This is an optimization exercise on Yosys and OpenROAD, whose aim is small area, a short achievable clock period and few clock cycles, not a production implementation.
Function was checked by simulation only, so behaviour that the tests miss may differ from the original.
Power is estimated from default activity; no workload was simulated.

Setup of run 1:
## integer_set_membership_table
module integer_set_membership_table (
  input  logic                                clk,
  input  logic                                rst,
  input  logic                                in_valid,
  output logic                                in_ready,
  input  logic [1:0]                          op,
  input  logic signed [isms_pkg::VAL_W-1:0]   value,
  output logic                                out_valid,
  input  logic                                out_ready,
  output logic                                was_present,
  output logic [1:0]                          status,
  output logic [isms_pkg::CNT_OUT_W-1:0]      member_count
);
Settings: LEC_CHECK=0, CAP_MARGIN=20, CORE_MARGIN=2, CORE_UTILIZATION=40, SLEW_MARGIN=20; clock period 6.0 ns.
run.sh (not shown) runs the stock make flow with config.mk's settings and CLKGATE_MAP_FILE= SYNTH_SCRIPT=/design/flow/synth_recipe.tcl, a recipe that flattens the netlist after the stock synthesis.
Every stage of the flow completed for run 1, and the final layout passed the timing, DRC and antenna checks.
Testbench counts of run 1, summed over its fixed seeds: cycles 5,663.
Relative to run 1, the following input files were edited for run 2:
- changing CORE_UTILIZATION from 40 to 55
- setting SETUP_SLACK_MARGIN to 3.5 for the first time
## What came out
No stage failed in run 2, and the final checks on the layout all came back clean.
| non-clock buffer count | run 2 vs run 1 | 160% higher |
Against run 1, run 2 reports a cell count after placement that is lower.
Diff run 2 and run 1: slew of the pin with the lowest slew margin higher in run 1
Starting density of the core ends up lower on run 1.
In the flow results for run 2 and run 1, the pre-CTS worst setup slack is larger on run 1.

Another version of the RTL of integer_set_membership_table (not shown whole).
Size: roughly 5700 cells after synthesis, about 2200 flip-flops, roughly 0.072 sq mm of cells after synthesis.
Settings: LEC_CHECK=0, CAP_MARGIN=20, CORE_MARGIN=2, CORE_UTILIZATION=55, CTS_CLUSTER_DIAMETER=100, CTS_CLUSTER_SIZE=24, PLACE_DENSITY=0.75, SETUP_SLACK_MARGIN=3.5, SLEW_MARGIN=20, TNS_END_PERCENT=10; clock period 6.0 ns.
The first run ran to the end with no violations.
Testbench counts at the start, summed over its fixed seeds: cycles 5,720.
Then changed:
GPL_ROUTABILITY_DRIVEN = 0   (was not set)
PLACE_DENSITY = not set   (was 0.75)
After rerunning: The changed run finished clean; setup slack is better by 4.9 ps; global-route usage rose by 4.2 points; die area is unchanged; via count fell by a few percent; final cell count fell slightly; cell area fell slightly; critical path depth fell by 1; hold slack is about the same; maximum frequency hardly moves.
Then changed:
CTS_BUF_LIST = sky130_fd_sc_hd__clkbuf_8   (was not set)
CTS_CLUSTER_DIAMETER = not set   (was 100)
CTS_CLUSTER_SIZE = not set   (was 24)
GPL_ROUTABILITY_DRIVEN = not set   (was 0)
TNS_END_PERCENT = not set   (was 10)
Power came out higher by 18%; worst hold slack improved by 3.6 ps; die area does not change.
Then changed:
CTS_BUF_LIST = not set   (was sky130_fd_sc_hd__clkbuf_8)
CTS_CLUSTER_DIAMETER = 100   (was not set)
CTS_CLUSTER_SIZE = 24   (was not set)
SETUP_SLACK_MARGIN = 3.6   (was 3.5)
TNS_END_PERCENT = 10   (was not set)
Outcome: The new run finished clean. Setup slack gains 180 ps. Sequential cell count does not change. Non-clock buffer count went up by 168. Count of clock-buffer cells in the layout goes down by 327. Total power goes down by 15%.
Then changed:
SETUP_SLACK_MARGIN = 3.5   (was 3.6)
Routed wire length fell by about 1.5%.
Power went down by 0.32%.
Synthesized area does not change.
Maximum frequency goes up by 1.5%.
Clock power hardly moves.
Sequential share of layout area grows by 0.60 points.
Worst setup slack improved by 39 ps.
Design area came out lower by 1.1%.
Then changed:
TNS_END_PERCENT = 0   (was 10)
Worst setup slack got worse by 47 ps.
Synthesized area does not change.
Design area came out lower by 1.7%.
Clock-buffer cell count came out higher by 1.
Clock skew came out higher by 4.4 ps.

The RTL this note starts from:
==> flow/design.v <==
package isms_pkg;
  localparam int CAPACITY  = 64;
  localparam int CNT_W     = $clog2(CAPACITY + 1);
  localparam int VAL_W     = 32;
  localparam int CNT_OUT_W = 7;
  localparam logic [1:0] OP_INSERT = 2'd0;
  localparam logic [1:0] OP_REMOVE = 2'd1;
  localparam logic [1:0] OP_QUERY  = 2'd2;
  localparam logic [1:0] OP_CLEAR  = 2'd3;
  localparam logic [1:0] STAT_DONE      = 2'd0;
  localparam logic [1:0] STAT_DUPLICATE = 2'd1;
  localparam logic [1:0] STAT_NOT_FOUND = 2'd2;
  localparam logic [1:0] STAT_FULL      = 2'd3;
  localparam int N_ENTRY = 4;
endpackage
import isms_pkg::*;
module integer_set_membership_table (
  input  logic                                clk,
  input  logic                                rst,
  input  logic                                in_valid,
  output logic                                in_ready,
  input  logic [1:0]                          op,
  input  logic signed [isms_pkg::VAL_W-1:0]   value,
  output logic                                out_valid,
  input  logic                                out_ready,
  output logic                                was_present,
  output logic [1:0]                          status,
  output logic [isms_pkg::CNT_OUT_W-1:0]      member_count
);
  localparam int N = CAPACITY;
  localparam int W = VAL_W;
  localparam int S = N / N_ENTRY;
  localparam int G = 8;             
  logic         ap_v;
  logic [1:0]   ap_op;
  logic [W-1:0] ap_key;
  logic [G-1:0] ap_any;     
  logic [N-1:0][W-1:0] ring;
  logic [N-1:0]        ring_v;
  logic [CNT_W-1:0]    count;
  logic [1:0] q_n;
  logic [9:0] q0, q1;
  logic [N_ENTRY-1:0] hole;
  logic [N_ENTRY-1:0] take;
  for (genvar j = 0; j < N_ENTRY; j++) begin : g_hole
    assign hole[j] = !ring_v[(j * S + N - 1) % N];
  end
  always_comb begin
    take = '0;
    for (int j = N_ENTRY - 1; j >= 0; j--) begin
      if (hole[j]) take = N_ENTRY'(1) << j;
    end
  end
  logic go, is_ins, is_clr, full, present, ins_ok;
  assign is_ins  = (ap_op == OP_INSERT);
  assign is_clr  = (ap_op == OP_CLEAR);
  assign full    = (count == CNT_W'(CAPACITY));
  assign go      = ap_v && !q_n[1] && !(is_ins && !full && !(|hole));
  assign present = |ap_any;
  assign ins_ok  = go && is_ins && !present && !full;
  logic [1:0]       stat;
  logic [CNT_W-1:0] count_next;
  always_comb begin
    stat       = STAT_DONE;
    count_next = count;
    case (ap_op)
      OP_INSERT: begin
        if (present)   stat = STAT_DUPLICATE;
        else if (full) stat = STAT_FULL;
        else           count_next = count + CNT_W'(1);
      end
      OP_REMOVE: begin
        if (!present)  stat = STAT_NOT_FOUND;
        else           count_next = count - CNT_W'(1);
      end
      OP_CLEAR:        count_next = '0;
      default: ;
    endcase
  end
  logic [9:0] res;
  assign res = {present && !is_clr, stat, CNT_OUT_W'(count_next)};
  logic [N-1:0] hit;
  logic         same;
  for (genvar p = 0; p < N; p++) begin : g_cmp
    assign hit[p] = ring_v[p] && (ring[p] == value);
  end
  assign same = (ap_key == value);
  logic in_fire, t_rem, t_clr, put;
  assign in_fire = in_valid && in_ready;
  assign t_rem   = in_fire && (op == OP_REMOVE);
  assign t_clr   = in_fire && (op == OP_CLEAR);
  assign put     = go && is_ins && !full && same;
  logic [N-1:0] ring_v_n;
  logic         ap_v_n;
  logic [1:0]   ap_op_n, q_n_n;
  logic         pop;
  assign pop = q_n[0] && out_ready;
  always_comb begin
    for (int p = 0; p < N; p++) begin
      if (p % S == 0 && take[p / S])
        ring_v_n[p] = ins_ok && !(t_rem && same) && !t_clr;
      else
        ring_v_n[p] = ring_v[(p + N - 1) % N] && !(t_rem && hit[(p + N - 1) % N])
                      && !t_clr;
    end
    ap_v_n  = in_fire || (ap_v && !go);
    ap_op_n = in_fire ? op : ap_op;
    case ({go, pop})
      2'b10:   q_n_n = {q_n[0], 1'b1};
      2'b01:   q_n_n = {1'b0, q_n[1]};
      default: q_n_n = q_n;
    endcase
  end
  logic hole_any_n, full_n, go_n;
  always_comb begin
    hole_any_n = t_clr;
    for (int j = 0; j < N_ENTRY; j++) hole_any_n |= !ring_v[(j * S + N - 2) % N];
  end
  assign full_n = go ? (count_next == CNT_W'(CAPACITY)) : full;
  assign go_n   = ap_v_n && !q_n_n[1] && !((ap_op_n == OP_INSERT) && !full_n && !hole_any_n);
  always_ff @(posedge clk) begin
    for (int p = 0; p < N; p++) begin
      if (p % S == 0 && take[p / S])
        ring[p] <= ap_key;
      else
        ring[p] <= ring[(p + N - 1) % N];
    end
  end
  always_ff @(posedge clk) begin
    if (rst) begin
      ring_v   <= '0;
      count    <= '0;
      ap_v     <= 1'b0;
      q_n      <= 2'b00;
      in_ready <= 1'b1;
    end else begin
      ring_v   <= ring_v_n;
      if (go) count <= count_next;
      ap_v     <= ap_v_n;
      q_n      <= q_n_n;
      in_ready <= !ap_v_n || go_n;
    end
  end
  always_ff @(posedge clk) begin
    if (in_ready) begin
      ap_op  <= op;
      ap_key <= value;
      for (int g = 0; g < G; g++)
        ap_any[g] <= (|hit[g * (N / G) +: N / G]) || (g == 0 && put);
    end
  end
  always_ff @(posedge clk) begin
    if (pop) begin
      q0 <= (go && !q_n[1]) ? res : q1;
      if (go) q1 <= res;
    end else if (go) begin
      if (!q_n[0]) q0 <= res;
      else         q1 <= res;
    end
  end
  assign out_valid    = q_n[0];
  assign was_present  = q0[9];
  assign status       = q0[8:7];
  assign member_count = q0[6:0];
endmodule
clock: 6.0 ns
lec_check: 0
cap_margin: 20
core_margin: 2
core_utilization: 55
cts_cluster_diameter: 100
cts_cluster_size: 24
setup_slack_margin: 3.35
slew_margin: 20
tns_end_percent: 10
The starting point went through all stages and came out clean.
Testbench counts at the start, summed over its fixed seeds: cycles 5,720.
Edit:
--- a/flow/config.mk
+++ b/flow/config.mk
@@ -13 +13 @@
-export SETUP_SLACK_MARGIN = 3.35
+export SETUP_SLACK_MARGIN = 3.5
@@ -15 +14,0 @@
-export TNS_END_PERCENT = 10
Effect: The changed run produced a clean layout; worst setup slack improves by 0.24 ns; clock-buffer cell count shrinks by 2; cell count grows slightly; register-to-register slack improves by 0.20 ns.

## alpha
integer_set_membership_table, a different RTL version from the one above (not shown whole).
Size in the first run: ~6100 cells after synthesis, about 2300 flip-flops, roughly 75000 sq um of cells after synthesis.
==> flow/config.mk <==
export PLATFORM = sky130hd
export DESIGN_NAME = integer_set_membership_table
export DESIGN_NICKNAME = integer_set_membership_table
export VERILOG_FILES = /design/flow/design.v
export SDC_FILE = /design/flow/constraint.sdc
export NUM_CORES = 4
export LEC_CHECK = 0
export CAP_MARGIN = 20
export CORE_MARGIN = 2
export CORE_UTILIZATION = 55
export SETUP_SLACK_MARGIN = 3.5
export SLEW_MARGIN = 20
==> flow/constraint.sdc <==
create_clock -name core_clock -period 6.0 [get_ports {clk}]
set_input_delay 1.2000 -clock core_clock [delete_from_list [all_inputs] [get_ports {clk}]]
set_output_delay 1.2000 -clock core_clock [all_outputs]
set_load 0.01 [all_outputs]
Testbench counts of alpha, summed over its fixed seeds: cycles 5,655.
#### Input delta (beta over alpha)
# alpha
export LEC_CHECK = 0
export CAP_MARGIN = 20
export CORE_MARGIN = 2
export CORE_UTILIZATION = 55
export SETUP_SLACK_MARGIN = 3.5
export SLEW_MARGIN = 20
create_clock -name core_clock -period 6.0 [get_ports {clk}]
# beta
export LEC_CHECK = 0
export CAP_MARGIN = 20
export CORE_MARGIN = 2
export CORE_UTILIZATION = 70
export SETUP_SLACK_MARGIN = 3.5
export SLEW_MARGIN = 20
create_clock -name core_clock -period 6.0 [get_ports {clk}]
The fraction of power consumed by the clock network number comes out higher for beta vs alpha.
beta vs alpha: TritonCTS buffer count down in beta
Taking alpha as 1.0, beta lands at 0.893 on count of clock-buffer cells in the layout.
Core utilization: beta higher than alpha
For beta, the source of the critical timing path was ap_hit[52], unlike alpha, where it was ap_hit[62].
When beta is measured against alpha, its worst endpoint required time turns out 0.03 ns lower.
Compared beta against alpha; maximum achievable frequency within noise.

==> afterwards: timing with drivers on the ports <==
In the flow no input, the clock included, has a driving cell. The finished layouts below were timed again as built, in two steps.
Step 1 sets driving cells, clkbuf_16 on the clock port and buf_2 on the other inputs (assumed; they add their load-dependent delay and slew).
Step 2, shift: input delay + t, output delay - t, t = (earliest + latest rising clock arrival at the registers) / 2. This alone moves slack from input paths to output paths.
Three values: ideal ports, drivers, drivers and shift; two values: the first two.
run	t (ns)	slack for setup (ns)	worst hold slack (ns)	worst slew at a driven data input, ns
run 1	0.927	2.405 / 2.320 / 2.416	0.331 / 0.331 / 0.331	0.05
run 2	0.929	3.302 / 3.265 / 2.988	0.348 / 0.348 / 0.348	0.05
the first run of note 2	0.818	3.332 / 3.162 / 2.344	0.345 / 0.345 / 0.345	0.39
the second run of note 2	0.822	3.337 / 3.175 / 2.354	0.345 / 0.345 / 0.345	0.38
the third run of note 2	1.069	3.205 / 3.130 / 2.286	0.348 / 0.348 / 0.348	0.32
the fourth run of note 2	0.837	3.381 / 3.232 / 2.395	0.344 / 0.344 / 0.344	0.50
the fifth run of note 2	0.832	3.420 / 3.191 / 2.359	0.344 / 0.344 / 0.344	0.38
the sixth run of note 2	0.841	3.373 / 3.159 / 2.318	0.346 / 0.346 / 0.346	0.35
the first run of note 3	0.826	3.186 / 3.092 / 2.267	0.346 / 0.346 / 0.346	0.36
the second run of note 3	0.845	3.429 / 3.224 / 2.379	0.355 / 0.355 / 0.355	0.39
alpha	0.909	3.116 / 3.034 / 2.126	0.354 / 0.354 / 0.354	0.39
beta	0.895	3.120 / 3.120 / 2.455	0.352 / 0.352 / 0.352	0.20
After both steps every run listed still meets setup and hold. For the fifth run of note 2, which loses most, drivers alone change the setup slack by -0.229 ns; drivers and shift together by -1.061 ns.
